What follows belongs to an exercise in optimizing a design on an open flow for small area, a short achievable clock period and few clock cycles; a production flow would make more cautious choices.
The RTL was checked by simulation tests, not by an equivalence proof against the original design.
No activity file was given, so power comes from the tool's default toggle rates.

==> flow/design.v <==
module clause_bitmap_builder #(
    parameter int INT_SIZE      = 32,
    parameter int CLAUSE_CHUNKS = 63
) (
    input  logic                clk,
    input  logic                rst_flag,
    input  logic                stop_flag,
    input  logic                start,
    input  logic                in_valid,
    output logic                in_ready,
    input  logic [31:0]         clause_chunk,
    input  logic [31:0]         clause_pos,
    input  logic                frame_done,
    output logic                rd_valid,
    input  logic                rd_ready,
    output logic [5:0]          rd_addr,
    output logic [INT_SIZE-1:0] rd_data,
    output logic                done,
    output logic                busy,
    output logic                err_range,
    output logic [15:0]         hit_count
);
    localparam int IDX_W = (CLAUSE_CHUNKS > 1) ? $clog2(CLAUSE_CHUNKS) : 1;
    localparam logic [IDX_W-1:0] LAST_IDX = IDX_W'(CLAUSE_CHUNKS - 1);
    logic               acc_reg;       
    logic               drain_reg;     
    logic               clr_reg;       
    logic               err_range_reg;
    logic [IDX_W-1:0]   index_reg;
    logic [INT_SIZE-1:0] words [CLAUSE_CHUNKS];
    logic               act;           
    logic               hit_fire;
    logic               hit_in_range;
    logic               hit_wr;
    logic [INT_SIZE-1:0] hit_mask;
    logic               unused_pos;
    assign act          = !rst_flag && !stop_flag;
    assign in_ready     = !(acc_o_n || stop_flag);
    assign hit_fire     = in_valid && acc_reg && !stop_flag && !start;
    assign hit_in_range = clause_chunk < 32'(CLAUSE_CHUNKS);
    assign hit_wr       = in_valid && acc_reg && !stop_flag;
    assign unused_pos   = ^clause_pos[31:5];
    logic       hi_zero;
    logic [7:0] sel_row, sel_col;
    logic [7:0] pos_hi;
    logic [3:0] pos_lo;
    assign hi_zero = (clause_chunk[31:6] == '0);
    always_comb begin
        for (int i = 0; i < 8; i++) begin
            sel_row[i] = hit_wr && hi_zero && clause_chunk[5:3] == 3'(i);
            sel_col[i] = clause_chunk[2:0] == 3'(i);
            pos_hi[i]  = clause_pos[4:2] == 3'(i);
        end
        for (int i = 0; i < 4; i++)
            pos_lo[i] = clause_pos[1:0] == 2'(i);
    end
    logic pop;
    assign pop = rd_ready && !stop_flag;
    localparam int HALF = (CLAUSE_CHUNKS + 1) / 2;
    logic [INT_SIZE-1:0] hit_mask_lo, hit_mask_hi;
    clause_bitmap_mask #(.W(INT_SIZE)) u_mask_lo (
        .pos_hi(pos_hi), .pos_lo(pos_lo), .mask(hit_mask_lo)
    );
    clause_bitmap_mask #(.W(INT_SIZE)) u_mask_hi (
        .pos_hi(pos_hi), .pos_lo(pos_lo), .mask(hit_mask_hi)
    );
    assign hit_mask = hit_mask_lo;
    genvar gi;
    generate
        for (gi = 0; gi < CLAUSE_CHUNKS - 1; gi++) begin : g_word
            clause_bitmap_word #(.W(INT_SIZE)) u_word (
                .clk(clk), .drain(drain_reg), .pop(pop), .clr(clr_reg),
                .row(sel_row[gi/8]), .col(sel_col[gi%8]),
                .mask(gi < HALF ? hit_mask_lo : hit_mask_hi),
                .nxt(words[gi+1]), .q(words[gi])
            );
        end
        begin : g_word_last
            clause_bitmap_word_last #(.W(INT_SIZE)) u_word (
                .clk(clk), .drain(drain_reg), .pop(pop), .clr(clr_reg),
                .row(sel_row[(CLAUSE_CHUNKS-1)/8]), .col(sel_col[(CLAUSE_CHUNKS-1)%8]),
                .mask(hit_mask_hi), .q(words[CLAUSE_CHUNKS-1])
            );
        end
    endgenerate
    logic             acc_next, drain_next, done_next;
    logic [IDX_W-1:0] index_next;
    always_comb begin
        acc_next   = acc_reg;
        drain_next = drain_reg;
        index_next = index_reg;
        done_next  = 1'b0;
        if (rst_flag) begin
            acc_next   = 1'b0;
            drain_next = 1'b0;
            index_next = '0;
        end else if (!stop_flag) begin
            if (start) begin
                acc_next   = 1'b1;
                drain_next = 1'b0;
                index_next = '0;
            end else if (acc_reg) begin
                if (frame_done) begin
                    acc_next   = 1'b0;
                    drain_next = 1'b1;
                    index_next = '0;
                end
            end else if (drain_reg && rd_ready) begin
                if (index_reg == LAST_IDX) begin
                    drain_next = 1'b0;
                    index_next = '0;
                    done_next  = 1'b1;
                end else begin
                    index_next = index_reg + 1'b1;
                end
            end
        end
    end
    always_ff @(posedge clk) begin
        clr_reg   <= start && act;
        acc_reg   <= acc_next;
        drain_reg <= drain_next;
        index_reg <= index_next;
    end
    always_ff @(posedge clk) begin
        if (rst_flag)
            err_range_reg <= 1'b0;
        else if (!stop_flag) begin
            if (start)
                err_range_reg <= 1'b0;
            else if (hit_fire && !hit_in_range)
                err_range_reg <= 1'b1;
        end
    end
    assign hit_count = 16'h0000;
    logic acc_o_n, drain_o_n, done_o_n;
    always_ff @(posedge clk) begin
        acc_o_n   <= !acc_next;
        drain_o_n <= !drain_next;
        done_o_n  <= !done_next;
    end
    assign rd_valid  = !(drain_o_n || stop_flag);
    assign rd_addr   = 6'(index_reg);
    assign rd_data   = words[0];
    assign done      = !(done_o_n || stop_flag);
    assign busy      = acc_reg || drain_reg;
    assign err_range = err_range_reg;
endmodule
module clause_bitmap_word #(
    parameter int W = 32
) (
    input  logic         clk,
    input  logic         drain,
    input  logic         pop,
    input  logic         clr,
    input  logic         row,
    input  logic         col,
    input  logic [W-1:0] mask,
    input  logic [W-1:0] nxt,
    output logic [W-1:0] q
);
    logic shift, hold, sel;
    clause_bitmap_word_ctl u_ctl (
        .drain(drain), .pop(pop), .clr(clr), .row(row), .col(col),
        .shift(shift), .hold(hold), .sel(sel)
    );
    always_ff @(posedge clk)
        q <= (q & {W{hold}}) | (nxt & {W{shift}}) | (mask & {W{sel}});
endmodule
module clause_bitmap_word_last #(
    parameter int W = 32
) (
    input  logic         clk,
    input  logic         drain,
    input  logic         pop,
    input  logic         clr,
    input  logic         row,
    input  logic         col,
    input  logic [W-1:0] mask,
    output logic [W-1:0] q
);
    logic shift, hold, sel;
    clause_bitmap_word_ctl u_ctl (
        .drain(drain), .pop(pop), .clr(clr), .row(row), .col(col),
        .shift(shift), .hold(hold), .sel(sel)
    );
    always_ff @(posedge clk)
        q <= (q & {W{hold}}) | (mask & {W{sel}});
endmodule
module clause_bitmap_word_ctl (
    input  logic drain,
    input  logic pop,
    input  logic clr,
    input  logic row,
    input  logic col,
    output logic shift,
    output logic hold,
    output logic sel
);
    assign shift = drain && pop;
    assign hold  = !shift && !clr;
    assign sel   = row && col;
endmodule
module clause_bitmap_mask #(
    parameter int W = 32
) (
    input  logic [7:0]   pos_hi,
    input  logic [3:0]   pos_lo,
    output logic [W-1:0] mask
);
    always_comb
        for (int i = 0; i < W; i++)
            mask[i] = pos_hi[i/4] && pos_lo[i%4];
endmodule
==> flow/flow/run.sh <==
#!/bin/bash
set -euo pipefail
bash standard.sh MATCH_CELL_FOOTPRINT=0 \
    "BUFFER_PORTS_ARGS=-buffer_cell sky130_fd_sc_hd__buf_2" \
    "CTS_ARGS=-sink_clustering_enable -repair_clock_nets -sink_clustering_size 18 -sink_clustering_max_diameter 55 -buf_list {sky130_fd_sc_hd__clkbuf_4 sky130_fd_sc_hd__clkbuf_8} -dont_use_dummy_load" \
    finish > standard.log 2>&1
==> flow/standard.sh <==
#!/bin/bash
# synth_recipe.tcl (not shown) runs the flow's synth.tcl, then flattens the netlist and writes it again
# the make line also repeats each setting of config.mk as NAME=value (left out here)
make -C /OpenROAD-flow-scripts/flow DESIGN_CONFIG=/design/flow/config.mk WORK_HOME=/design/flow/orfs CLKGATE_MAP_FILE= SYNTH_SCRIPT=/design/flow/synth_recipe.tcl "${@:-finish}"
==> flow/config.mk <==
export PLATFORM = sky130hd
export DESIGN_NAME = clause_bitmap_builder
export DESIGN_NICKNAME = clause_bitmap_builder
export VERILOG_FILES = /design/flow/design.v
export SDC_FILE = /design/flow/constraint.sdc
export NUM_CORES = 4
export LEC_CHECK = 0
export CAP_MARGIN = 20
export CELL_PAD_IN_SITES_DETAIL_PLACEMENT = 1
export CORE_MARGIN = 2
export CORE_UTILIZATION = 30
export PLACE_DENSITY = 0.4
export SETUP_SLACK_MARGIN = 4.8
export SLEW_MARGIN = 20
export SYNTH_HIERARCHICAL = 1
export SYNTH_MINIMUM_KEEP_SIZE = 0
==> flow/constraint.sdc <==
create_clock -name core_clock -period 8.0 [get_ports {clk}]
set_input_delay 1.6000 -clock core_clock [delete_from_list [all_inputs] [get_ports {clk}]]
set_output_delay 1.6000 -clock core_clock [all_outputs]
set_load 0.01 [all_outputs]
==> results of run 1 <==
-- timing repair --
item / in CTS / in global routing
hold buffers: 0 / 0
cloned: 2 / 2
resized for setup: 94 / 21
pin swaps: 5 / 3
setup buffers: 13 / 5
setup endpoints to repair: 2020 / 487
-- power breakdown --
group	total [mW]	switching [mW]	internal [mW]
combinational	0.440	0.362	0.0785
sequential	10.1	0.00450	10.1
clock	5.63	3.43	2.20
-- final cells by class --
type,instances,area (sq um),area share (%)
inverter,1989,7466,9.291
timing repair buffer,254,2111,2.627
clock buffer,199,2739,3.408
multi-input combinational,2378,23200,28.88
antenna,8,20.02,0.02491
tap,3330,4167,5.185
sequential,2029,40650,50.59
-- metrics by stage --
| step | instance area (sq um) | hold slack, ns | util (%) | setup slack [ns] | total power, mW |
|---|---|---|---|---|---|
| final | 80360 | 0.3623 | 32.29 | 4.505 | 16.17 |
| after global routing | 80350 | 0.3834 | 32.28 | 4.491 | 16.88 |
| after CTS | 80010 | 0.3620 | 32.15 | 4.475 | 16.44 |
| after detailed placement | 76890 | 0.4543 | 30.89 | 2.552 | 10.75 |
| after global placement | 76760 | 0.4443 | 30.84 | 2.543 | 10.74 |
| after floorplan | 75290 | 0.4337 | - | 4.174 | 10.61 |
-- how the worst max path moves through the flow --
stage	start	to	slack (ns)	depth (start not counted)
2_1_floorplan	rd_ready	g_word[0].u_word.q[0]	4.17	5
3_3_place_gp	stop_flag	g_word[4].u_word.q[30]	2.54	7
3_5_place_dp	stop_flag	g_word[5].u_word.q[30]	2.55	7
4_1_cts	stop_flag	rd_valid	4.48	3
5_1_grt	stop_flag	rd_valid	4.49	3
6_report	stop_flag	rd_valid	4.50	3
-- per-layer routing --
| metal | global-route usage [%] | vias to the layer above | routed length (microns) | part of all wire [%] |
|---|---|---|---|---|
| met5 | 0 | - | 0 | 0 |
| met4 | 6.131 | 0 | 8007 | 3.1 |
| met3 | 2.529 | 381 | 16310 | 6.2 |
| met2 | 31.06 | 1959 | 118000 | 45 |
| met1 | 27.18 | 30750 | 118700 | 45 |
| li1 | - | 26530 | - | - |
-- cells in the final DEF, fill, tap and decap left out, drive strengths merged, types with 3 or more instances in the layout --
cell	instances
nor3b	9
a211oi	3
diode	8
o21ai	3
and3b	9
xnor2	4
nor4	8
buf	252
a21o	3
and2	193
conb	16
nor2	15
inv	1989
and3	4
clkbuf	201
a21oi	68
a22o	32
nand2	3
dfxtp	2029
nand3	3
nor2b	4
a222oi	1984
-- critical path, delay by kind of cell --
| family | cells | cell delay, ns |
|---|---|---|
| buffers and inverters | 2 | 0.21 |
| AND/OR/NAND/NOR | 1 | 0.08 |
==> impl_metrics.prom, run 1 <==
# TYPE chip_impl_metric gauge
chip_impl_info{name="timing.hold.worst.start",value="g_word[52].u_word.q[26]"} 1
chip_impl_metric{name="grt_start_max_net_pins",unit=""} 97
chip_impl_metric{name="worst_hold_path.num_cells",unit=""} 2
chip_impl_metric{name="port_buffer_cells",unit=""} 86
chip_impl_metric{name="post_synth.cell_area_avg",unit="sq um"} 10.80
chip_impl_metric{name="fillCellCount",unit=""} 27620
chip_impl_info{name="whs_endpoint",value="g_word[51].u_word.q[26]"} 1
chip_impl_metric{name="r2r_cells",unit=""} 6
chip_impl_metric{name="clock_latency_late_sink",unit="ns"} 0.99
chip_impl_metric{name="drv.max_cap_violation_count",unit=""} 0
chip_impl_metric{name="detail_route.vias_per_cell",unit=""} 5.853
chip_impl_info{name="series_of_cell_instances_along_the_critical_path",value="buf_12 > nor2_4 > buf_6"} 1
chip_impl_metric{name="timing.critical_path.required",unit="ns"} 6.40
chip_impl_info{name="root_buffer",value="sky130_fd_sc_hd__clkbuf_8"} 1
chip_impl_metric{name="ratio_of_cells_with_drive_above_1_in_the_final_layout",unit="%"} 10.06
chip_impl_metric{name="rrSetupSlack",unit="ns"} 5.01
chip_impl_metric{name="floorplan.die_area",unit="sq um"} 254600
chip_impl_info{name="critical_path.endpoint_type",value="output port"} 1
chip_impl_metric{name="fin_skew",unit="ns"} 0.1173
chip_impl_metric{name="vias",unit=""} 59620
chip_impl_metric{name="drc",unit=""} 0
chip_impl_metric{name="synthesis.instances",unit=""} 6959
chip_impl_metric{name="global_route_wire_length_before_repair",unit="microns"} 387700
chip_impl_info{name="timing.critical_path.slowest_stage_cell",value="sky130_fd_sc_hd__buf_12"} 1
chip_impl_metric{name="grt.overflow.total",unit=""} 0
chip_impl_metric{name="timing.fmax",unit="GHz"} 0.2861
chip_impl_metric{name="cts.sink_count",unit=""} 2029
chip_impl_metric{name="vdd_drop_max",unit="mV"} 0.1525
chip_impl_metric{name="max_slew_margin",unit="%"} 19.68
chip_impl_metric{name="yosys_warnings",unit=""} 11
chip_impl_metric{name="crit_fanout",unit=""} 5
chip_impl_info{name="critPathLaunchType",value="primary input"} 1
chip_impl_metric{name="die-width",unit="microns"} 504.6
chip_impl_metric{name="grt_util_overall",unit="%"} 19.48
chip_impl_metric{name="pwr_density_cell",unit="nW/um^2"} 201.2
chip_impl_metric{name="timing.final.crit_period",unit="ns"} 3.495
chip_impl_metric{name="synth.cell_area",unit="sq um"} 75180
chip_impl_metric{name="design.portCount",unit=""} 130
chip_impl_metric{name="drtAntennaViolNets",unit=""} 0
chip_impl_metric{name="critical_path.max_stage_delay",unit="ns"} 0.11
chip_impl_metric{name="report.final.slew_viol_count",unit=""} 0
chip_impl_metric{name="tns",unit="ns"} 0
chip_impl_metric{name="cts_max_path_buffers",unit=""} 3
chip_impl_info{name="cts_tree",value="done"} 1
chip_impl_metric{name="drt-total-wl",unit="microns"} 261000
chip_impl_metric{name="antenna_found_initial",unit=""} 16
chip_impl_info{name="outcome",value="timing/DRC/antenna clean"} 1
chip_impl_metric{name="first_pass_iters",unit=""} 13
chip_impl_metric{name="instances_no_fill",unit=""} 10190
chip_impl_metric{name="setup_viol",unit=""} 0
chip_impl_metric{name="net_count_reported_at_finish",unit=""} 6924
chip_impl_metric{name="initial_cell_density_of_the_core",unit="%"} 30.21
chip_impl_metric{name="layout_worst_path_cycle_share",unit="%"} 43.69
chip_impl_metric{name="cts-buffers-inserted",unit=""} 199
chip_impl_metric{name="hold_violations",unit=""} 0
chip_impl_metric{name="clk_transition_reported_paths",unit="ns"} 0.11
chip_impl_metric{name="max_slew.worst_pin.slew",unit="ns"} 1.205
chip_impl_metric{name="largest_reg_flops",unit=""} 1984
chip_impl_metric{name="timing.critical_path.arrival",unit="ns"} 1.90
chip_impl_info{name="timing_worst_setup_path_type",value="in2out"} 1
chip_impl_metric{name="die_h",unit="microns"} 504.6
chip_impl_metric{name="dpl.hpwl",unit="microns"} 159300
chip_impl_info{name="r2r-end",value="g_word[17].u_word.q[29]"} 1
chip_impl_metric{name="h-tree-depth",unit=""} 4
chip_impl_metric{name="syn_to_final_growth",unit="%"} 6.883
chip_impl_metric{name="via_count_of_the_first_global_routing_pass",unit=""} 58640
chip_impl_info{name="grt_setup_unrepaired",value="true"} 1
chip_impl_metric{name="detail_route.iter0.violations",unit=""} 12830
chip_impl_info{name="hold_path.class",value="reg2reg"} 1
chip_impl_metric{name="place.gp.congestion",unit=""} 0.7592
chip_impl_metric{name="placed_cells_incl_taps",unit=""} 9951
chip_impl_metric{name="rows",unit=""} 183
chip_impl_metric{name="core-area",unit="sq um"} 248900
chip_impl_info{name="start_of_the_worst_register_to_register_path",value="clr_reg"} 1
chip_impl_metric{name="power.static_leakage",unit="nW"} 42.42
chip_impl_metric{name="post_drt_wl_per_cell",unit="microns"} 25.62
Testbench counts, summed over its fixed seeds: cycles 18,031.
==> run 2, diff against run 1 <==
==> flow/flow/run.sh (replaced) <==
#!/bin/bash
set -euo pipefail
bash standard.sh MATCH_CELL_FOOTPRINT=0 \
    "BUFFER_PORTS_ARGS=-buffer_cell sky130_fd_sc_hd__buf_2" \
    "CTS_ARGS=-sink_clustering_enable -repair_clock_nets -sink_clustering_size 18 -sink_clustering_max_diameter 65 -buf_list {sky130_fd_sc_hd__clkbuf_4 sky130_fd_sc_hd__clkbuf_8} -dont_use_dummy_load" \
    finish > standard.log 2>&1
==> impl_metrics.prom, run 2 <==
# TYPE chip_impl_metric gauge
chip_impl_metric{name="grt_start_max_net_pins",unit=""} 97
chip_impl_info{name="final_cell_mix",value="sky130_fd_sc_hd__dfxtp_1, sky130_fd_sc_hd__inv_1, sky130_fd_sc_hd__a222oi_1, sky130_fd_sc_hd__clkbuf_8, sky130_fd_sc_hd__buf_4"} 1
chip_impl_metric{name="vdd_drop_max",unit="mV"} 0.1636
chip_impl_metric{name="rows",unit=""} 183
chip_impl_info{name="critical_path.endpoint_type",value="output port"} 1
chip_impl_metric{name="drv.max_cap_violation_count",unit=""} 0
chip_impl_metric{name="floorplan.die_area",unit="sq um"} 254600
chip_impl_metric{name="drtAntennaViolNets",unit=""} 0
chip_impl_metric{name="area_of_combinational_cells_with_multiple_inputs",unit="sq um"} 23220
chip_impl_metric{name="synthesis.instances",unit=""} 6959
chip_impl_metric{name="fillCellCount",unit=""} 27600
chip_impl_metric{name="report.final.slew_viol_count",unit=""} 0
chip_impl_metric{name="post_drt_wl_per_cell",unit="microns"} 25.73
chip_impl_metric{name="tns",unit="ns"} 0
chip_impl_metric{name="cts-buffers-inserted",unit=""} 160
chip_impl_metric{name="comb_power_share",unit="%"} 2.8
chip_impl_metric{name="setup_viol",unit=""} 0
chip_impl_metric{name="pwr_density_cell",unit="nW/um^2"} 196.1
chip_impl_metric{name="power_frac_seq",unit="%"} 64.5
chip_impl_metric{name="via_count_of_the_first_global_routing_pass",unit=""} 58390
chip_impl_metric{name="detail_route.iter0.violations",unit=""} 12120
chip_impl_metric{name="ratio_of_cells_with_drive_above_1_in_the_final_layout",unit="%"} 9.511
chip_impl_metric{name="clock_latency_late_sink",unit="ns"} 0.99
chip_impl_metric{name="antenna_found_initial",unit=""} 18
chip_impl_info{name="grt_setup_unrepaired",value="true"} 1
chip_impl_info{name="critPathLaunchType",value="primary input"} 1
chip_impl_metric{name="largest_reg_flops",unit=""} 1984
chip_impl_metric{name="global_route_wire_length_before_repair",unit="microns"} 386100
chip_impl_metric{name="dpl.hpwl",unit="microns"} 159300
chip_impl_metric{name="net_count_reported_at_finish",unit=""} 6888
chip_impl_metric{name="hold_violations",unit=""} 0
chip_impl_info{name="cts_tree",value="done"} 1
chip_impl_metric{name="cts.sink_count",unit=""} 2029
chip_impl_info{name="hold_path.class",value="reg2reg"} 1
chip_impl_metric{name="die-width",unit="microns"} 504.6
chip_impl_metric{name="instances_no_fill",unit=""} 10150
chip_impl_metric{name="h-tree-depth",unit=""} 4
chip_impl_metric{name="place.gp.congestion",unit=""} 0.7592
chip_impl_metric{name="power_switching_share",unit="%"} 23.58
chip_impl_metric{name="core-area",unit="sq um"} 248900
chip_impl_metric{name="synth.cell_area",unit="sq um"} 75180
chip_impl_metric{name="grt_util_overall",unit="%"} 19.39
chip_impl_metric{name="crit_fanout",unit=""} 5
chip_impl_metric{name="clkPwrFrac",unit="%"} 32.7
chip_impl_metric{name="detail_route.vias_per_cell",unit=""} 5.868
chip_impl_metric{name="max_slew_margin",unit="%"} 20.38
chip_impl_info{name="outcome",value="timing/DRC/antenna clean"} 1
chip_impl_metric{name="timing.critical_path.required",unit="ns"} 6.40
chip_impl_metric{name="post_synth.cell_area_avg",unit="sq um"} 10.80
chip_impl_info{name="timing_worst_setup_path_type",value="in2out"} 1
chip_impl_metric{name="timing.final.crit_period",unit="ns"} 3.496
chip_impl_metric{name="port_buffer_cells",unit=""} 86
chip_impl_metric{name="first_pass_iters",unit=""} 11
chip_impl_metric{name="timing.fmax",unit="GHz"} 0.2861
chip_impl_metric{name="die_h",unit="microns"} 504.6
chip_impl_metric{name="layout_worst_path_cycle_share",unit="%"} 43.70
chip_impl_info{name="layout.cells.most_common",value="sky130_fd_sc_hd__dfxtp_1"} 1
chip_impl_metric{name="vias",unit=""} 59580
chip_impl_metric{name="p_int",unit="mW"} 11.96
chip_impl_metric{name="placed_cells_incl_taps",unit=""} 9951
chip_impl_metric{name="timing.critical_path.arrival",unit="ns"} 1.90
chip_impl_metric{name="grt.overflow.total",unit=""} 0
chip_impl_metric{name="power.switching",unit="mW"} 3.691
chip_impl_metric{name="yosys_warnings",unit=""} 11
chip_impl_metric{name="design.portCount",unit=""} 130
chip_impl_metric{name="power.static_leakage",unit="nW"} 42.15
chip_impl_metric{name="max_slew.worst_pin.slew",unit="ns"} 1.194
chip_impl_metric{name="initial_cell_density_of_the_core",unit="%"} 30.21
chip_impl_metric{name="drt-total-wl",unit="microns"} 261200
chip_impl_info{name="root_buffer",value="sky130_fd_sc_hd__clkbuf_8"} 1
chip_impl_metric{name="final_core_util",unit="%"} 32.07
chip_impl_metric{name="cts_max_path_buffers",unit=""} 3
chip_impl_metric{name="syn_to_final_growth",unit="%"} 6.166
chip_impl_metric{name="register_area",unit="sq um"} 40650
chip_impl_metric{name="post_cts_hold_buffer_count",unit=""} 0
chip_impl_metric{name="clk_transition_reported_paths",unit="ns"} 0.11
chip_impl_metric{name="drc",unit=""} 0
chip_impl_metric{name="fin_skew",unit="ns"} 0.1438
-- run 2: layout make-up --
cell class	count	share of cell area, %
Tap cell	3330	5.220
Multi-Input combinational cell	2380	29.09
Sequential cell	2029	50.92
Antenna cell	10	0.03135
Clock buffer	160	2.759
Timing Repair Buffer	255	2.622
Inverter	1989	9.353
-- run 2: path summary, 6_finish.rpt --
check	startpoint	endpoint	slack [ns]	cells after the start
hold / removal	g_word[52].u_word.q[26]	g_word[51].u_word.q[26]	0.38	2
setup reg to reg	clr_reg	g_word[17].u_word.q[0]	4.91	6
setup / recovery	stop_flag	rd_valid	4.50	3
hold reg to reg	g_word[52].u_word.q[26]	g_word[51].u_word.q[26]	0.38	2
-- run 2: repair_timing --
action | 4_1_cts | 5_1_grt
resized for setup | 85 | 25
gates cloned | 2 | 4
buffers inserted | 11 | 8
setup endpoints to repair | 2032 | 534
pin swaps | 5 | 4
-- run 2: worst max-delay path: stages --
cell	delay [ns]
sky130_fd_sc_hd__buf_12	0.11
sky130_fd_sc_hd__nor2_4	0.08
sky130_fd_sc_hd__buf_6	0.10
-- run 2: layer usage --
metal	track usage [%]	vias up	routed length, microns
met5	0	-	0
met4	5.697	0	7488
met3	2.354	357	16440
met2	31.20	2021	118800
met1	27.09	30700	118500
li1	-	26500	-
-- run 2: through the flow --
step	total power [mW]	area [sq um]	worst slack (ns)	hold slack, ns
global route	16.32	79810	4.491	0.4150
global placement	10.74	76760	2.543	0.4443
floorplan	10.61	75290	4.174	0.4337
finish	15.65	79820	4.504	0.3812
detailed placement	10.75	76890	2.552	0.4543
CTS	15.90	79430	4.475	0.3960
-- run 2: power groups by stage --
stage	registers, mW	clock network [mW]	logic [mW]
after floorplan	10.3	0	0.276
after global placement	10.3	0	0.407
after detailed placement	10.3	0	0.412
after CTS	10.1	5.38	0.422
after global routing	10.1	5.76	0.461
final	10.1	5.11	0.440
==> run 3, diff against run 2 <==
--- a/flow/config.mk
+++ b/flow/config.mk
@@ -10,7 +10,7 @@
 export CORE_MARGIN = 2
 export CORE_UTILIZATION = 30
 export PLACE_DENSITY = 0.4
-export SETUP_SLACK_MARGIN = 4.8
+export SETUP_SLACK_MARGIN = 4.65
 export SLEW_MARGIN = 20
 export SYNTH_HIERARCHICAL = 1
 export SYNTH_MINIMUM_KEEP_SIZE = 0
==> impl_metrics.prom, run 3 <==
# TYPE chip_impl_metric gauge
chip_impl_metric{name="cts.sink_count",unit=""} 2029
chip_impl_metric{name="grt_util_overall",unit="%"} 19.66
chip_impl_metric{name="worst_hold_path.num_cells",unit=""} 2
chip_impl_metric{name="net_count_reported_at_finish",unit=""} 6868
chip_impl_metric{name="layout_worst_path_cycle_share",unit="%"} 43.73
chip_impl_info{name="grt_setup_unrepaired",value="true"} 1
chip_impl_info{name="hold_path.class",value="reg2reg"} 1
chip_impl_metric{name="final_core_util",unit="%"} 31.97
chip_impl_metric{name="layout_setup_ws",unit="ns"} 4.501
chip_impl_metric{name="post_synth.cell_area_avg",unit="sq um"} 10.80
chip_impl_metric{name="timing.final.crit_period",unit="ns"} 3.499
chip_impl_metric{name="power.static_leakage",unit="nW"} 42.04
chip_impl_metric{name="rows",unit=""} 183
chip_impl_metric{name="setup_viol",unit=""} 0
chip_impl_metric{name="crit_fanout",unit=""} 5
chip_impl_info{name="final_cell_mix",value="sky130_fd_sc_hd__dfxtp_1, sky130_fd_sc_hd__inv_1, sky130_fd_sc_hd__a222oi_1, sky130_fd_sc_hd__clkbuf_8, sky130_fd_sc_hd__buf_4"} 1
chip_impl_metric{name="vdd_drop_max",unit="mV"} 0.1389
chip_impl_metric{name="instances_no_fill",unit=""} 10140
chip_impl_metric{name="die-width",unit="microns"} 504.6
chip_impl_metric{name="hold_violations",unit=""} 0
chip_impl_metric{name="pwr_density_cell",unit="nW/um^2"} 196.5
chip_impl_metric{name="drt-total-wl",unit="microns"} 263600
chip_impl_metric{name="r2r_cells",unit=""} 6
chip_impl_metric{name="max_slew_margin",unit="%"} 20.62
chip_impl_info{name="layout.cells.most_common",value="sky130_fd_sc_hd__dfxtp_1"} 1
chip_impl_metric{name="yosys_warnings",unit=""} 11
chip_impl_metric{name="grt_start_max_net_pins",unit=""} 45
chip_impl_metric{name="initial_cell_density_of_the_core",unit="%"} 30.21
chip_impl_metric{name="critical_path.n_buffers_inverters",unit=""} 2
chip_impl_metric{name="timing.critical_path.arrival",unit="ns"} 1.90
chip_impl_info{name="cts_tree",value="done"} 1
chip_impl_metric{name="drc",unit=""} 0
chip_impl_metric{name="dpl_worst_slack",unit="ns"} 2.666
chip_impl_metric{name="design.portCount",unit=""} 130
chip_impl_metric{name="largest_reg_flops",unit=""} 1984
chip_impl_metric{name="syn_to_final_growth",unit="%"} 5.843
chip_impl_metric{name="tns",unit="ns"} 0
chip_impl_info{name="critical_path.endpoint_type",value="output port"} 1
chip_impl_info{name="timing.critical_path.slowest_stage_cell",value="sky130_fd_sc_hd__buf_12"} 1
chip_impl_metric{name="floorplan.die_area",unit="sq um"} 254600
chip_impl_metric{name="cts_max_path_buffers",unit=""} 3
chip_impl_info{name="series_of_cell_instances_along_the_critical_path",value="buf_12 > nor2_4 > buf_6"} 1
chip_impl_metric{name="global_route_wire_length_before_repair",unit="microns"} 389300
chip_impl_info{name="r2r-end",value="g_word[18].u_word.q[23]"} 1
chip_impl_metric{name="first_pass_iters",unit=""} 13
chip_impl_metric{name="clock_latency_late_sink",unit="ns"} 0.96
chip_impl_metric{name="rrSetupSlack",unit="ns"} 4.82
chip_impl_metric{name="clk_transition_reported_paths",unit="ns"} 0.07
chip_impl_metric{name="die_h",unit="microns"} 504.6
chip_impl_metric{name="fillCellCount",unit=""} 27640
chip_impl_metric{name="port_buffer_cells",unit=""} 86
chip_impl_metric{name="antenna_found_initial",unit=""} 18
chip_impl_metric{name="synth.cell_area",unit="sq um"} 75180
chip_impl_metric{name="cts-buffers-inserted",unit=""} 158
chip_impl_metric{name="ratio_of_cells_with_drive_above_1_in_the_final_layout",unit="%"} 8.950
chip_impl_metric{name="detail_route.vias_per_cell",unit=""} 5.890
chip_impl_info{name="whs_endpoint",value="g_word[11].u_word.q[7]"} 1
chip_impl_metric{name="grt.overflow.total",unit=""} 0
chip_impl_info{name="timing_worst_setup_path_type",value="in2out"} 1
chip_impl_metric{name="place.gp.congestion",unit=""} 0.7612
chip_impl_metric{name="detail_route.iter0.violations",unit=""} 11920
chip_impl_metric{name="critical_path.max_stage_delay",unit="ns"} 0.12
chip_impl_info{name="timing.hold.worst.start",value="g_word[12].u_word.q[7]"} 1
chip_impl_metric{name="drtAntennaViolNets",unit=""} 0
chip_impl_metric{name="synthesis.instances",unit=""} 6959
chip_impl_metric{name="timing.critical_path.required",unit="ns"} 6.40
chip_impl_metric{name="placed_cells_incl_taps",unit=""} 9950
chip_impl_metric{name="core-area",unit="sq um"} 248900
chip_impl_metric{name="dpl.hpwl",unit="microns"} 160000
chip_impl_info{name="root_buffer",value="sky130_fd_sc_hd__clkbuf_8"} 1
chip_impl_info{name="worst_path_dominant_cell_family",value="buffers and inverters"} 1
chip_impl_metric{name="timing.fmax",unit="GHz"} 0.2858
chip_impl_metric{name="vias",unit=""} 59710
chip_impl_info{name="critPathLaunchType",value="primary input"} 1
chip_impl_metric{name="max_slew.worst_pin.slew",unit="ns"} 1.191
chip_impl_metric{name="post_drt_wl_per_cell",unit="microns"} 26.01
chip_impl_info{name="outcome",value="timing/DRC/antenna clean"} 1
chip_impl_metric{name="h-tree-depth",unit=""} 4
chip_impl_info{name="start_of_the_worst_register_to_register_path",value="clr_reg"} 1
chip_impl_metric{name="via_count_of_the_first_global_routing_pass",unit=""} 57990
chip_impl_metric{name="report.final.slew_viol_count",unit=""} 0
chip_impl_metric{name="drv.max_cap_violation_count",unit=""} 0
chip_impl_metric{name="fin_skew",unit="ns"} 0.1239
==> run 3: worst max-delay path by stage <==
stage,startpoint,cells after the start,endpoint
final,stop_flag,3,rd_valid
after global routing,stop_flag,3,rd_valid
after CTS,stop_flag,3,rd_valid
after detailed placement,stop_flag,9,g_word[2].u_word.q[4]
after global placement,stop_flag,9,g_word[2].u_word.q[5]
after floorplan,rd_ready,5,g_word[0].u_word.q[0]
==> run 3: per-stage QoR <==
stage / instance area, sq um / hold WS, ns / power (mW)
after floorplan: 75290 / 0.4337 / 10.61
after global placement: 76700 / 0.4420 / 10.74
after detailed placement: 76910 / 0.4579 / 10.76
after CTS: 79310 / 0.3701 / 15.90
after global routing: 79560 / 0.4098 / 16.30
final: 79580 / 0.3815 / 15.63
==> run 3: power by group <==
group / internal, mW / leakage [nW] / switching, mW
clock: 1.77 / 1.14 / 3.33
combinational: 0.0785 / 24.6 / 0.365
sequential: 10.1 / 16.3 / 0.00416
==> run 3: timing repair <==
item                                    4_1_cts  5_1_grt
endpoints found under the setup margin     1970      665
pin swaps                                     4        2
resized for setup                            53       15
hold buffers                                  0        0
cloned                                        0        0
buffers inserted                              8        0
==> run 3: tightest hold or removal path: cells and delay by family, from the launching register on <==
family / cells / cell delay [ns]
DFF: 1 / 0.33
buffers and inverters: 1 / 0.05
AOI/OAI and AO/OA: 1 / 0.08
==> run 3: cell type report <==
type / count / area (sq um) / share of cell area (%)
Antenna cell: 13 / 32.53 / 0.04088
Clock buffer: 158 / 2175 / 2.733
Inverter: 1989 / 7466 / 9.382
Multi-Input combinational cell: 2375 / 23160 / 29.11
Sequential cell: 2029 / 40630 / 51.06
Tap cell: 3330 / 4167 / 5.236
Timing Repair Buffer: 242 / 1946 / 2.445
==> run 3: routing by layer <==
metal / track usage, % / share of wire, % / routed length [microns]
met5: 0 / 0.0049 / 13
met4: 5.480 / 2.3 / 6104
met3: 2.208 / 6.1 / 16090
met2: 31.29 / 45 / 119200
met1: 27.97 / 46 / 122200
==> run 4, diff against run 3 <==
--- a/flow/config.mk
+++ b/flow/config.mk
@@ -8,8 +8,8 @@
 export CAP_MARGIN = 20
 export CELL_PAD_IN_SITES_DETAIL_PLACEMENT = 1
 export CORE_MARGIN = 2
-export CORE_UTILIZATION = 30
-export PLACE_DENSITY = 0.4
+export CORE_UTILIZATION = 38
+export PLACE_DENSITY = 0.5
 export SETUP_SLACK_MARGIN = 4.65
 export SLEW_MARGIN = 20
 export SYNTH_HIERARCHICAL = 1
==> impl_metrics.prom, run 4 <==
# TYPE chip_impl_metric gauge
chip_impl_metric{name="h-tree-depth",unit=""} 4
chip_impl_metric{name="vdd_drop_max",unit="mV"} 0.1638
chip_impl_metric{name="layout_worst_path_cycle_share",unit="%"} 43.78
chip_impl_info{name="grt_setup_unrepaired",value="true"} 1
chip_impl_metric{name="r2r_cells",unit=""} 5
chip_impl_info{name="final_cell_mix",value="sky130_fd_sc_hd__dfxtp_1, sky130_fd_sc_hd__inv_1, sky130_fd_sc_hd__a222oi_1, sky130_fd_sc_hd__clkbuf_8, sky130_fd_sc_hd__buf_4"} 1
chip_impl_metric{name="grt_util_overall",unit="%"} 23.41
chip_impl_metric{name="post_drt_wl_per_cell",unit="microns"} 26.41
chip_impl_metric{name="register_area",unit="sq um"} 40630
chip_impl_metric{name="crit_fanout",unit=""} 4
chip_impl_metric{name="power.static_leakage",unit="nW"} 41.74
chip_impl_metric{name="core-area",unit="sq um"} 197000
chip_impl_metric{name="detail_route.iter0.violations",unit=""} 11750
chip_impl_metric{name="final_core_util",unit="%"} 39.65
chip_impl_metric{name="synthesis.instances",unit=""} 6959
chip_impl_info{name="timing.hold.worst.start",value="g_word[33].u_word.q[26]"} 1
chip_impl_metric{name="dpl_worst_slack",unit="ns"} 2.823
chip_impl_metric{name="floorplan.die_area",unit="sq um"} 201400
chip_impl_metric{name="drv.max_cap_violation_count",unit=""} 0
chip_impl_metric{name="grt.overflow.total",unit=""} 0
chip_impl_metric{name="fillCellCount",unit=""} 21760
chip_impl_metric{name="instances_no_fill",unit=""} 9410
chip_impl_metric{name="drc",unit=""} 0
chip_impl_metric{name="cts_max_path_buffers",unit=""} 3
chip_impl_metric{name="timing.critical_path.required",unit="ns"} 6.40
chip_impl_info{name="outcome",value="timing/DRC/antenna clean"} 1
chip_impl_metric{name="timing.final.crit_period",unit="ns"} 3.502
chip_impl_info{name="critical_path.endpoint_type",value="output port"} 1
chip_impl_metric{name="max_slew.worst_pin.slew",unit="ns"} 1.230
chip_impl_info{name="layout.cells.most_common",value="sky130_fd_sc_hd__dfxtp_1"} 1
chip_impl_metric{name="global_route_wire_length_before_repair",unit="microns"} 369700
chip_impl_info{name="timing_worst_setup_path_type",value="in2out"} 1
chip_impl_info{name="root_buffer",value="sky130_fd_sc_hd__clkbuf_8"} 1
chip_impl_metric{name="design.portCount",unit=""} 130
chip_impl_metric{name="die-width",unit="microns"} 448.8
chip_impl_metric{name="tns",unit="ns"} 0
chip_impl_metric{name="via_count_of_the_first_global_routing_pass",unit=""} 59860
chip_impl_metric{name="clk_transition_reported_paths",unit="ns"} 0.11
chip_impl_metric{name="syn_to_final_growth",unit="%"} 3.907
chip_impl_metric{name="die_h",unit="microns"} 448.8
chip_impl_metric{name="dpl.hpwl",unit="microns"} 149100
chip_impl_metric{name="area_of_combinational_cells_with_multiple_inputs",unit="sq um"} 23060
chip_impl_metric{name="antenna_found_initial",unit=""} 16
chip_impl_metric{name="layout_setup_ws",unit="ns"} 4.498
chip_impl_metric{name="placed_cells_incl_taps",unit=""} 9240
chip_impl_metric{name="clock_latency_late_sink",unit="ns"} 0.98
chip_impl_metric{name="drtAntennaViolNets",unit=""} 0
chip_impl_metric{name="cts-buffers-inserted",unit=""} 149
chip_impl_metric{name="worst_hold_path.num_cells",unit=""} 2
chip_impl_metric{name="ratio_of_cells_with_drive_above_1_in_the_final_layout",unit="%"} 8.491
chip_impl_metric{name="fin_area",unit="sq um"} 78120
chip_impl_info{name="timing.critical_path.from",value="stop_flag"} 1
chip_impl_metric{name="power.total",unit="mW"} 15.39
chip_impl_metric{name="final.hold.worst_slack",unit="ns"} 0.4085
chip_impl_info{name="hold_path.class",value="reg2reg"} 1
chip_impl_metric{name="place.gp.congestion",unit=""} 0.7762
chip_impl_metric{name="yosys_warnings",unit=""} 11
chip_impl_metric{name="pwr_density_cell",unit="nW/um^2"} 197.0
chip_impl_info{name="start_of_the_worst_register_to_register_path",value="clr_reg"} 1
chip_impl_metric{name="fin_skew",unit="ns"} 0.09326
chip_impl_metric{name="timing.fmax",unit="GHz"} 0.2856
chip_impl_metric{name="first_pass_iters",unit=""} 12
chip_impl_metric{name="grt_start_max_net_pins",unit=""} 123
chip_impl_metric{name="post_cts_hold_buffer_count",unit=""} 0
chip_impl_info{name="critPathLaunchType",value="primary input"} 1
chip_impl_metric{name="report.final.slew_viol_count",unit=""} 0
chip_impl_metric{name="max_slew_margin",unit="%"} 17.98
chip_impl_metric{name="synth.cell_area",unit="sq um"} 75180
chip_impl_metric{name="cts.sink_count",unit=""} 2029
chip_impl_metric{name="largest_reg_flops",unit=""} 1984
chip_impl_metric{name="setup_viol",unit=""} 0
chip_impl_metric{name="port_buffer_cells",unit=""} 86
chip_impl_metric{name="hold_violations",unit=""} 0
chip_impl_metric{name="vias",unit=""} 59460
chip_impl_metric{name="initial_cell_density_of_the_core",unit="%"} 38.16
chip_impl_metric{name="timing.critical_path.arrival",unit="ns"} 1.90
chip_impl_metric{name="post_synth.cell_area_avg",unit="sq um"} 10.80
chip_impl_metric{name="post_detailed_placement_cell_area",unit="sq um"} 75690
chip_impl_metric{name="rows",unit=""} 163
chip_impl_metric{name="detail_route.vias_per_cell",unit=""} 6.318
chip_impl_info{name="cts_tree",value="done"} 1
chip_impl_metric{name="drt-total-wl",unit="microns"} 248500
chip_impl_metric{name="net_count_reported_at_finish",unit=""} 6835
-- run 4: path summary, 6_finish.rpt --
check | slack [ns] | to
setup / recovery | 4.50 | in_ready
hold / removal | 0.41 | g_word[32].u_word.q[26]
setup reg to reg | 4.90 | g_word[22].u_word.q[22]
hold reg to reg | 0.41 | g_word[32].u_word.q[26]
-- run 4: timing repair --
item / in CTS / in global routing
endpoints found under the hold margin: 0 / 0
setup buffers: 8 / 1
resized for setup: 42 / 20
endpoints found under the setup margin: 1341 / 880
gates cloned: 0 / 0
pin swaps: 3 / 2
-- run 4: cell type report --
type	instances	area share, %
inverter	1989	9.557
sequential	2029	52.01
tap	2640	4.228
antenna	10	0.03203
multi-input combinational	2375	29.52
timing repair buffer	218	2.029
clock buffer	149	2.625
-- run 4: critical path, stage by stage --
cell and delay (ns):
sky130_fd_sc_hd__buf_12 0.11, sky130_fd_sc_hd__nor2_4 0.08, sky130_fd_sc_hd__buf_6 0.10
-- run 4: routing by layer --
layer / vias up / share of wire, % / track usage (%)
met5: - / 0 / 0
met3: 494 / 5.7 / 2.985
li1: 26350 / - / -
met4: 0 / 4.1 / 10.13
met2: 2019 / 53 / 43.52
met1: 30600 / 38 / 26.64
-- run 4: where the power goes --
group          internal (mW)  switching (mW)
clock                   1.67            3.21
combinational         0.0668           0.338
sequential              10.1         0.00573
total                   11.8            3.55
==> run 5, diff against run 4 <==
==> flow/flow/run.sh (replaced) <==
#!/bin/bash
set -euo pipefail
bash standard.sh MATCH_CELL_FOOTPRINT=0 \
    "BUFFER_PORTS_ARGS=-buffer_cell sky130_fd_sc_hd__buf_1" \
    "CTS_ARGS=-sink_clustering_enable -repair_clock_nets -sink_clustering_size 18 -sink_clustering_max_diameter 65 -buf_list {sky130_fd_sc_hd__clkbuf_4 sky130_fd_sc_hd__clkbuf_8} -dont_use_dummy_load" \
    finish > standard.log 2>&1
==> impl_metrics.prom, run 5 <==
# TYPE chip_impl_metric gauge
chip_impl_metric{name="place.gp.congestion",unit=""} 0.7687
chip_impl_metric{name="net_count_reported_at_finish",unit=""} 6839
chip_impl_metric{name="layout_worst_path_cycle_share",unit="%"} 43.82
chip_impl_metric{name="dpl.hpwl",unit="microns"} 150000
chip_impl_metric{name="max_slew_margin",unit="%"} 19.70
chip_impl_metric{name="die-width",unit="microns"} 448.8
chip_impl_info{name="whs_endpoint",value="g_word[60].u_word.q[28]"} 1
chip_impl_metric{name="via_count_of_the_first_global_routing_pass",unit=""} 59460
chip_impl_metric{name="rows",unit=""} 163
chip_impl_metric{name="drc",unit=""} 0
chip_impl_info{name="outcome",value="timing/DRC/antenna clean"} 1
chip_impl_metric{name="synth.cell_area",unit="sq um"} 75180
chip_impl_metric{name="vias",unit=""} 59600
chip_impl_metric{name="max_slew.worst_pin.slew",unit="ns"} 1.204
chip_impl_metric{name="setup_viol",unit=""} 0
chip_impl_metric{name="core-area",unit="sq um"} 197000
chip_impl_metric{name="h-tree-depth",unit=""} 4
chip_impl_info{name="timing.hold.worst.start",value="g_word[61].u_word.q[28]"} 1
chip_impl_info{name="final_cell_mix",value="sky130_fd_sc_hd__dfxtp_1, sky130_fd_sc_hd__inv_1, sky130_fd_sc_hd__a222oi_1, sky130_fd_sc_hd__clkbuf_8, sky130_fd_sc_hd__buf_4"} 1
chip_impl_metric{name="design.portCount",unit=""} 130
chip_impl_info{name="hold_path.class",value="reg2reg"} 1
chip_impl_metric{name="cts-buffers-inserted",unit=""} 149
chip_impl_metric{name="timing.critical_path.arrival",unit="ns"} 1.91
chip_impl_metric{name="antenna_found_initial",unit=""} 12
chip_impl_metric{name="initial_cell_density_of_the_core",unit="%"} 38.16
chip_impl_metric{name="fin_area",unit="sq um"} 78000
chip_impl_metric{name="detail_route.iter0.violations",unit=""} 11860
chip_impl_metric{name="clk_transition_reported_paths",unit="ns"} 0.11
chip_impl_metric{name="synthesis.instances",unit=""} 6959
chip_impl_info{name="timing.critical_path.slowest_stage_cell",value="sky130_fd_sc_hd__buf_12"} 1
chip_impl_metric{name="post_cts_hold_buffer_count",unit=""} 0
chip_impl_metric{name="report.final.slew_viol_count",unit=""} 0
chip_impl_metric{name="detail_route.vias_per_cell",unit=""} 6.333
chip_impl_metric{name="cts_max_path_buffers",unit=""} 3
chip_impl_metric{name="die_h",unit="microns"} 448.8
chip_impl_metric{name="global_route_wire_length_before_repair",unit="microns"} 368400
chip_impl_metric{name="yosys_warnings",unit=""} 11
chip_impl_metric{name="dpl_worst_slack",unit="ns"} 2.498
chip_impl_info{name="critical_path.endpoint_type",value="output port"} 1
chip_impl_metric{name="layout_setup_ws",unit="ns"} 4.494
chip_impl_info{name="cts_tree",value="done"} 1
chip_impl_metric{name="grt_util_overall",unit="%"} 23.35
chip_impl_metric{name="cts.sink_count",unit=""} 2029
chip_impl_metric{name="vdd_drop_max",unit="mV"} 0.1419
chip_impl_info{name="timing_worst_setup_path_type",value="in2out"} 1
chip_impl_metric{name="r2r_cells",unit=""} 7
chip_impl_metric{name="drv.max_cap_violation_count",unit=""} 0
chip_impl_metric{name="power.static_leakage",unit="nW"} 41.45
chip_impl_metric{name="final_core_util",unit="%"} 39.59
chip_impl_metric{name="hold_violations",unit=""} 0
chip_impl_metric{name="syn_to_final_growth",unit="%"} 3.751
chip_impl_metric{name="timing.fmax",unit="GHz"} 0.2852
chip_impl_metric{name="critical_path.max_stage_delay",unit="ns"} 0.11
chip_impl_metric{name="ratio_of_cells_with_drive_above_1_in_the_final_layout",unit="%"} 7.289
chip_impl_metric{name="timing.critical_path.required",unit="ns"} 6.40
chip_impl_metric{name="crit_fanout",unit=""} 4
chip_impl_metric{name="floorplan.die_area",unit="sq um"} 201400
chip_impl_metric{name="drt-total-wl",unit="microns"} 248500
chip_impl_info{name="start_of_the_worst_register_to_register_path",value="drain_reg"} 1
chip_impl_info{name="series_of_cell_instances_along_the_critical_path",value="buf_12 > nor2_4 > buf_6"} 1
chip_impl_metric{name="timing.final.crit_period",unit="ns"} 3.506
chip_impl_metric{name="pwr_density_cell",unit="nW/um^2"} 197.4
chip_impl_metric{name="power.total",unit="mW"} 15.40
chip_impl_metric{name="worst_hold_path.num_cells",unit=""} 2
chip_impl_metric{name="fin_skew",unit="ns"} 0.06485
chip_impl_metric{name="post_drt_wl_per_cell",unit="microns"} 26.40
chip_impl_metric{name="post_synth.cell_area_avg",unit="sq um"} 10.80
chip_impl_metric{name="first_pass_iters",unit=""} 14
chip_impl_info{name="r2r-end",value="g_word[34].u_word.q[4]"} 1
chip_impl_metric{name="grt.overflow.total",unit=""} 0
chip_impl_metric{name="tns",unit="ns"} 0
chip_impl_metric{name="clock_latency_late_sink",unit="ns"} 0.92
chip_impl_info{name="grt_setup_unrepaired",value="true"} 1
chip_impl_info{name="critPathLaunchType",value="primary input"} 1
chip_impl_metric{name="grt_start_max_net_pins",unit=""} 127
chip_impl_metric{name="port_buffer_cells",unit=""} 86
chip_impl_metric{name="post_detailed_placement_cell_area",unit="sq um"} 75640
chip_impl_metric{name="drtAntennaViolNets",unit=""} 0
chip_impl_info{name="layout.cells.most_common",value="sky130_fd_sc_hd__dfxtp_1"} 1
chip_impl_metric{name="largest_reg_flops",unit=""} 1984
chip_impl_info{name="root_buffer",value="sky130_fd_sc_hd__clkbuf_8"} 1
chip_impl_metric{name="rrSetupSlack",unit="ns"} 4.88
-- run 5: changes by cell type in the layout (fill, tap and decap cells not counted), moves of 4 or more --
cell                     previous run  this run
sky130_fd_sc_hd__and2_2           107        96
sky130_fd_sc_hd__buf_6             13         9
sky130_fd_sc_hd__and2_4            12        16
sky130_fd_sc_hd__buf_4            117       126
sky130_fd_sc_hd__buf_2             81         0
sky130_fd_sc_hd__and2_1            71        78
sky130_fd_sc_hd__buf_1              0        81
-- run 5: cell type report --
cell class                      count  area (sq um)
Fill cell                       21780        119000
Sequential cell                  2029         40630
Multi-Input combinational cell   2375         23070
Inverter                         1989          7466
Tap cell                         2640          3303
Clock buffer                      149          2051
Timing Repair Buffer              222          1461
Antenna cell                        8         20.02
-- run 5: power by group --
group          internal, mW  total [mW]  switching (mW)
clock network          1.67        4.90            3.22
registers              10.1        10.1         0.00783
logic                0.0616       0.397           0.335
total                  11.8        15.4            3.57
-- run 5: how the worst max path moves through the flow --
| stage | startpoint | to | slack, ns | cells past startpoint |
|---|---|---|---|---|
| 2_1_floorplan | rd_ready | g_word[0].u_word.q[0] | 4.17 | 5 |
| 3_3_place_gp | stop_flag | g_word[39].u_word.q[30] | 2.64 | 7 |
| 3_5_place_dp | stop_flag | g_word[39].u_word.q[30] | 2.50 | 7 |
| 4_1_cts | stop_flag | in_ready | 4.47 | 3 |
| 5_1_grt | stop_flag | in_ready | 4.48 | 3 |
| 6_report | stop_flag | in_ready | 4.49 | 3 |
-- run 5: what timing repair did --
action / 4_1_cts / 5_1_grt
pin swaps: 3 / 1
gates resized for setup: 61 / 18
setup endpoints to repair: 1938 / 714
buffers inserted: 7 / 1
-- run 5: through the flow --
stage	instances	hold slack [ns]
global placement	9245	0.4423
finish	9412	0.4355
floorplan	6974	0.4337
CTS	9403	0.4354
detailed placement	9247	0.4505
global route	9411	0.4480
-- run 5: worst max-delay path, delay by kind of cell --
family,cells,cell delay [ns]
buffers and inverters,2,0.21
and+or+nand+nor,1,0.08
-- run 5: metal layers --
metal	wire length (microns)	up-vias	GRT usage [%]
li1	-	26370	-
met1	93450	30660	26.71
met2	130100	2079	43.15
met3	14550	496	2.855
met4	10430	0	10.52
met5	0	-	0
==> run 6, diff against run 5 <==
--- a/flow/config.mk
+++ b/flow/config.mk
@@ -8,8 +8,8 @@
 export CAP_MARGIN = 20
 export CELL_PAD_IN_SITES_DETAIL_PLACEMENT = 1
 export CORE_MARGIN = 2
-export CORE_UTILIZATION = 38
-export PLACE_DENSITY = 0.5
+export CORE_UTILIZATION = 30
+export PLACE_DENSITY = 0.4
 export SETUP_SLACK_MARGIN = 4.65
 export SLEW_MARGIN = 20
 export SYNTH_HIERARCHICAL = 1
==> impl_metrics.prom, run 6 <==
# TYPE chip_impl_metric gauge
chip_impl_metric{name="p_int",unit="mW"} 11.95
chip_impl_metric{name="synthesis.instances",unit=""} 6959
chip_impl_metric{name="floorplan.die_area",unit="sq um"} 254600
chip_impl_metric{name="clk_transition_reported_paths",unit="ns"} 0.09
chip_impl_metric{name="syn_to_final_growth",unit="%"} 5.485
chip_impl_metric{name="post_drt_wl_per_cell",unit="microns"} 25.48
chip_impl_metric{name="layout_setup_ws",unit="ns"} 4.491
chip_impl_metric{name="final.hold.worst_slack",unit="ns"} 0.4100
chip_impl_metric{name="net_count_reported_at_finish",unit=""} 6877
chip_impl_metric{name="cts-buffers-inserted",unit=""} 160
chip_impl_info{name="r2r-end",value="g_word[20].u_word.q[21]"} 1
chip_impl_metric{name="synth.cell_area",unit="sq um"} 75180
chip_impl_metric{name="critical_path.n_buffers_inverters",unit=""} 2
chip_impl_metric{name="max_slew.worst_pin.slew",unit="ns"} 1.190
chip_impl_info{name="final_cell_mix",value="sky130_fd_sc_hd__dfxtp_1, sky130_fd_sc_hd__inv_1, sky130_fd_sc_hd__a222oi_1, sky130_fd_sc_hd__clkbuf_8, sky130_fd_sc_hd__buf_4"} 1
chip_impl_metric{name="comb_power_share",unit="%"} 2.7
chip_impl_metric{name="setup_viol",unit=""} 0
chip_impl_metric{name="max_slew_margin",unit="%"} 20.69
chip_impl_metric{name="die-width",unit="microns"} 504.6
chip_impl_metric{name="dr_wl_met2",unit="microns"} 115300
chip_impl_info{name="root_buffer",value="sky130_fd_sc_hd__clkbuf_8"} 1
chip_impl_metric{name="power.total",unit="mW"} 15.62
chip_impl_metric{name="vias",unit=""} 59550
chip_impl_metric{name="clock_latency_late_sink",unit="ns"} 1.01
chip_impl_metric{name="rows",unit=""} 183
chip_impl_metric{name="critical_path.max_stage_delay",unit="ns"} 0.11
chip_impl_metric{name="die_h",unit="microns"} 504.6
chip_impl_metric{name="ratio_of_cells_with_drive_above_1_in_the_final_layout",unit="%"} 7.865
chip_impl_metric{name="drt-total-wl",unit="microns"} 258200
chip_impl_metric{name="grt_util_overall",unit="%"} 19.31
chip_impl_metric{name="initial_cell_density_of_the_core",unit="%"} 30.21
chip_impl_metric{name="r2r_cells",unit=""} 5
chip_impl_metric{name="cts_max_path_buffers",unit=""} 3
chip_impl_metric{name="detail_route.iter0.violations",unit=""} 11590
chip_impl_metric{name="cts.sink_count",unit=""} 2029
chip_impl_info{name="critical_path.endpoint_type",value="output port"} 1
chip_impl_metric{name="rrSetupSlack",unit="ns"} 4.90
chip_impl_metric{name="detail_route.vias_per_cell",unit=""} 5.875
chip_impl_metric{name="power_switching_share",unit="%"} 23.48
chip_impl_metric{name="timing.critical_path.arrival",unit="ns"} 1.91
chip_impl_metric{name="yosys_warnings",unit=""} 11
chip_impl_metric{name="tns",unit="ns"} 0
chip_impl_info{name="timing.hold.worst.start",value="g_word[42].u_word.q[18]"} 1
chip_impl_metric{name="timing.fmax",unit="GHz"} 0.2849
chip_impl_metric{name="met1_length",unit="microns"} 120700
chip_impl_info{name="layout.cells.most_common",value="sky130_fd_sc_hd__dfxtp_1"} 1
chip_impl_metric{name="core-area",unit="sq um"} 248900
chip_impl_info{name="hold_path.class",value="reg2reg"} 1
chip_impl_metric{name="drc",unit=""} 0
chip_impl_metric{name="worst-path-stages",unit=""} 3
chip_impl_metric{name="fin_skew",unit="ns"} 0.1087
chip_impl_metric{name="largest_reg_flops",unit=""} 1984
chip_impl_metric{name="grt.overflow.total",unit=""} 0
chip_impl_metric{name="place.gp.congestion",unit=""} 0.7506
chip_impl_info{name="critPathLaunchType",value="primary input"} 1
chip_impl_info{name="cts_tree",value="done"} 1
chip_impl_metric{name="dpl_worst_slack",unit="ns"} 2.479
chip_impl_info{name="start_of_the_worst_register_to_register_path",value="clr_reg"} 1
chip_impl_metric{name="crit_fanout",unit=""} 4
chip_impl_metric{name="h-tree-depth",unit=""} 4
chip_impl_metric{name="timing.final.crit_period",unit="ns"} 3.509
chip_impl_metric{name="layout_worst_path_cycle_share",unit="%"} 43.87
chip_impl_metric{name="fillCellCount",unit=""} 27630
chip_impl_metric{name="hold_violations",unit=""} 0
chip_impl_metric{name="grt_start_max_net_pins",unit=""} 98
chip_impl_metric{name="final_core_util",unit="%"} 31.86
chip_impl_metric{name="pwr_density_cell",unit="nW/um^2"} 197.0
chip_impl_metric{name="global_route_wire_length_before_repair",unit="microns"} 385600
chip_impl_metric{name="dpl.hpwl",unit="microns"} 158600
chip_impl_metric{name="drv.max_cap_violation_count",unit=""} 0
chip_impl_metric{name="power.static_leakage",unit="nW"} 41.71
chip_impl_metric{name="design.portCount",unit=""} 130
chip_impl_metric{name="report.final.slew_viol_count",unit=""} 0
chip_impl_metric{name="first_pass_iters",unit=""} 14
chip_impl_info{name="worst_path_dominant_cell_family",value="buffers and inverters"} 1
chip_impl_metric{name="power.switching",unit="mW"} 3.669
chip_impl_metric{name="antenna_found_initial",unit=""} 17
chip_impl_metric{name="post_synth.cell_area_avg",unit="sq um"} 10.80
chip_impl_info{name="top_signal_layer_used",value="met4"} 1
chip_impl_info{name="timing.critical_path.slowest_stage_cell",value="sky130_fd_sc_hd__buf_12"} 1
chip_impl_metric{name="vdd_drop_max",unit="mV"} 0.1818
chip_impl_metric{name="drtAntennaViolNets",unit=""} 0
chip_impl_info{name="timing_worst_setup_path_type",value="in2out"} 1
chip_impl_info{name="grt_setup_unrepaired",value="true"} 1
chip_impl_info{name="outcome",value="timing/DRC/antenna clean"} 1
chip_impl_metric{name="port_buffer_cells",unit=""} 86
chip_impl_metric{name="power_frac_seq",unit="%"} 64.6
chip_impl_info{name="critPathCapture",value="rd_valid"} 1
chip_impl_info{name="series_of_cell_instances_along_the_critical_path",value="buf_12 > nor2_4 > buf_6"} 1
chip_impl_metric{name="clkPwrFrac",unit="%"} 32.7
chip_impl_metric{name="detailroute.wirelength.met3",unit="microns"} 15340
chip_impl_metric{name="via_count_of_the_first_global_routing_pass",unit=""} 58210
chip_impl_info{name="timing.critical_path.from",value="stop_flag"} 1
chip_impl_metric{name="timing.critical_path.required",unit="ns"} 6.40
chip_impl_metric{name="post_cts_hold_buffer_count",unit=""} 0
[run 6: cell type report]
class / count / area [sq um] / area share [%]
multi-input combinational: 2375 / 23060 / 29.07
antenna: 3 / 7.507 / 0.009466
clock buffer: 160 / 2202 / 2.777
inverter: 1989 / 7466 / 9.414
tap: 3330 / 4167 / 5.254
sequential: 2029 / 40630 / 51.23
timing repair buffer: 249 / 1780 / 2.245
[run 6: layer usage]
metal  vias to the layer above  track usage (%)
li1                      26450                -
met1                     30820            27.59
met2                      1969            30.46
met3                       309            2.203
met4                         0            5.631
met5                         -                0
[run 6: tightest hold or removal path: stages (launching register included)]
cell and delay (ns):
sky130_fd_sc_hd__dfxtp_1 0.33, sky130_fd_sc_hd__a222oi_1 0.08, sky130_fd_sc_hd__inv_1 0.05
[run 6: worst min path at each step]
stage | endpoint | slack [ns] | cells after the start
3_3_place_gp | g_word[29].u_word.q[30] | 0.44 | 2
3_5_place_dp | g_word[13].u_word.q[30] | 0.46 | 2
2_1_floorplan | g_word[0].u_word.q[30] | 0.43 | 2
4_1_cts | g_word[41].u_word.q[18] | 0.39 | 2
6_report | g_word[41].u_word.q[18] | 0.41 | 2
5_1_grt | g_word[13].u_word.q[19] | 0.41 | 2
[run 6: per-stage QoR]
| stage | instances | area, sq um |
|---|---|---|
| 6_report | 10140 | 79310 |
| 5_1_grt | 10140 | 79310 |
| 4_1_cts | 10130 | 79110 |
| 3_5_place_dp | 9956 | 76700 |
| 3_3_place_gp | 9952 | 76610 |
| 2_1_floorplan | 6974 | 75290 |
[run 6: what timing repair did]
action	4_1_cts	5_1_grt
pin swaps	3	2
endpoints found under the setup margin	2020	197
buffers inserted	10	0
resized for setup	42	19
[run 6: power groups by stage]
stage	registers, mW	clock network (mW)	logic, mW
floorplan	10.3	0	0.276
global placement	10.3	0	0.396
detailed placement	10.3	0	0.400
CTS	10.1	5.39	0.411
global route	10.1	5.73	0.440
finish	10.1	5.11	0.418

[what the ideal ports hide]
No port has a modelled driver above. Below, the same layouts with a new extraction and two added sets of constraints.
Step 1 sets driving cells, clkbuf_16 on the clock port and buf_2 on the other inputs (assumed; they add their load-dependent delay and slew).
Step 2 moves the port delays by t, midway between the first and last clock arrival at a register: inputs arrive t later, outputs are due t later. That takes back most of the time a late clock gives input paths.
Slacks: no drivers / after step 1 / after step 2; pairs: no drivers / after step 1.
run	t, ns	slack for setup (ns)	hold WS [ns]
run 1	1.027	4.505 / 4.456 / 3.801	0.362 / 0.362 / 0.362
run 2	1.003	4.504 / 4.455 / 3.832	0.381 / 0.381 / 0.381
run 3	0.997	4.501 / 4.446 / 3.766	0.381 / 0.381 / 0.381
run 4	1.002	4.498 / 4.449 / 3.754	0.408 / 0.408 / 0.408
run 5	0.994	4.494 / 4.447 / 3.702	0.435 / 0.435 / 0.435
run 6	1.025	4.491 / 4.443 / 3.693	0.410 / 0.410 / 0.410
After both steps setup and hold are still met in every run listed. The setup slack of run 6, which loses most, moves by -0.048 ns with the drivers and by -0.798 ns with both steps.
